Background: an optimization exercise with open tools, aiming at small area, a short achievable clock period and few clock cycles per item. Do not read the settings as production practice.
Function was checked by simulation only, so behaviour that the tests miss may differ from the original.

Design gradient_stop_colormap_unit, start of the top module:
module gradient_stop_colormap_unit (
   input  logic         clock,
   input  logic         reset,
   input  logic         csr_we,
   input  logic [2:0]   csr_index,
   input  logic [31:0]  csr_wdata,
   input  logic         req_tvalid,
   output logic         req_tready,
   input  logic [7:0]   req_tdata,    
   output logic         rsp_tvalid,
   input  logic         rsp_tready,
   output logic [23:0]  rsp_tdata     
);
For scale: roughly 3900 cells after synthesis, about 74 I/O pins, about 45000 um2 of cells after synthesis.
clock: 9.0 ns
lec_check: 0
cap_margin: 20
core_margin: 2
core_utilization: 55
cts_cluster_diameter: 80
cts_cluster_size: 28
setup_slack_margin: 5
slew_margin: 20
run.sh (not shown) runs the stock make flow with config.mk's settings and CLKGATE_MAP_FILE= SYNTH_SCRIPT=/design/flow/synth_recipe.tcl, a recipe that flattens the netlist after the stock synthesis.
The starting point completed without violations.
Testbench counts at the start, summed over its fixed seeds: cycles 18,373, items 16,000.
Rerun with:
CORE_UTILIZATION = 70   (was 55)
CTS_CLUSTER_DIAMETER = unset   (was 80)
CTS_CLUSTER_SIZE = unset   (was 28)
SETUP_SLACK_MARGIN = 4.5   (was 5)
Effect:
- global-route usage is higher by 6.8 points
- cell area is lower by about 5%
- area after synthesis stays the same
- maximum frequency is lower by 4.1%
Rerun with:
CORE_UTILIZATION = 55   (was 70)
SETUP_SLACK_MARGIN = 5   (was 4.5)
Result: Flip-flop and latch count stays the same; final area goes up by 7.4%; area after synthesis does not change; setup slack gets better by 0.21 ns; via count goes down by 0.96%.
Rerun with:
SETUP_SLACK_MARGIN = 4.5   (was 5)
After rerunning: The changed run completed without violations; via count came out lower by 4.0%; global-route usage came out lower by 1.0 points; design area came out lower by 6.1%; utilization came out lower by 4.1 points.
Rerun with:
CTS_BUF_LIST = sky130_fd_sc_hd__clkbuf_4 sky130_fd_sc_hd__clkbuf_8   (was unset)
CTS_CLUSTER_SIZE = 24   (was unset)
Outcome:
- clock-buffer cell count came out higher by 103
- maximum frequency came out lower by 0.48%
- sequential cell count stays the same
- non-clock buffer count came out higher by 9
- design area came out lower by 0.32%
Rerun with:
CTS_BUF_LIST = unset   (was sky130_fd_sc_hd__clkbuf_4 sky130_fd_sc_hd__clkbuf_8)
CTS_CLUSTER_DIAMETER = 80   (was unset)
CTS_CLUSTER_SIZE = 28   (was 24)
Outcome:
- routed wire length shrinks by 1.3%
- utilization goes down by 1.8 points
- setup slack improves by 0.012 ns
- synthesized area does not change
- first-iteration DRC count falls by 1.4%
- via count fell by about 2%

========
## old
Starting RTL as in the previous note.
==> flow/config.mk <==
export PLATFORM = sky130hd
export DESIGN_NAME = gradient_stop_colormap_unit
export DESIGN_NICKNAME = gradient_stop_colormap_unit
export VERILOG_FILES = /design/flow/design.v
export SDC_FILE = /design/flow/constraint.sdc
export NUM_CORES = 4
export LEC_CHECK = 0
export CAP_MARGIN = 20
export CORE_MARGIN = 2
export CORE_UTILIZATION = 70
export SETUP_SLACK_MARGIN = 3.5
export SLEW_MARGIN = 20
==> flow/constraint.sdc <==
create_clock -name core_clock -period 9.0 [get_ports {clock}]
set_input_delay 1.8000 -clock core_clock [delete_from_list [all_inputs] [get_ports {clock}]]
set_output_delay 1.8000 -clock core_clock [all_outputs]
set_load 0.01 [all_outputs]
old ended with every stage complete and zero timing, DRC or antenna violations.
Testbench counts of old, summed over its fixed seeds: cycles 18,373, items 16,000.
## Diff of input files: new against old
- SETUP_SLACK_MARGIN now 4.75, was 3.5
- CORE_UTILIZATION now 55, was 70
[summary]
In the tables for new and old, share of the core filled with cells in the final layout reads lower with new. new: effective utilization at floorplan 15 points below old. Sort new and old by number of placement rows asc -> top: old. | setup slack | new vs old | 960 ps higher |. STATUS time the final worst path needs with I/O delays and setup: new wins against old. From old to new the numbers moved as follows: relative area change from synthesis to final layout up 6.5 points; worst slew margin relative to its limit went up 3.4 points.

-- re-timing with driven ports --
In the flow no input, the clock included, has a driving cell. The finished layouts below were timed again as built, in two steps.
Step 1 sets driving cells, clkbuf_16 on the clock port and buf_2 on the other inputs (assumed; they add their load-dependent delay and slew).
Step 2 also shifts input and output timing later by t, the mid clock arrival at the registers, as if the neighbouring blocks saw the same clock.
a / b / c = ideal ports / drivers / drivers and shift; a / b = the first two.
| run | t, ns | setup slack, ns | worst setup path at the end | cell pins on the clock port's net |
|---|---|---|---|---|
| the first run of note 1 | 0.685 | 4.791 / 4.791 / 4.461 | input to register | 1 |
| the second run of note 1 | 0.695 | 4.609 / 4.609 / 4.090 | input to register | 1 |
| the third run of note 1 | 0.707 | 4.821 / 4.821 / 4.429 | input to register | 1 |
| the fourth run of note 1 | 0.711 | 4.638 / 4.664 / 3.965 | input to register | 1 |
| the fifth run of note 1 | 0.858 | 4.617 / 4.643 / 3.794 | input to register | 1 |
| the sixth run of note 1 | 0.694 | 4.629 / 4.665 / 3.971 | input to register | 1 |
| old | 0.693 | 3.863 / 3.863 / 3.322 | input to register | 1 |
| new | 0.724 | 4.819 / 4.819 / 4.202 | input to register | 1 |
After both steps setup and hold are still met in every run listed. The setup slack of the fifth run of note 1, which loses most, moves by +0.026 ns with the drivers and by -0.823 ns with both steps.
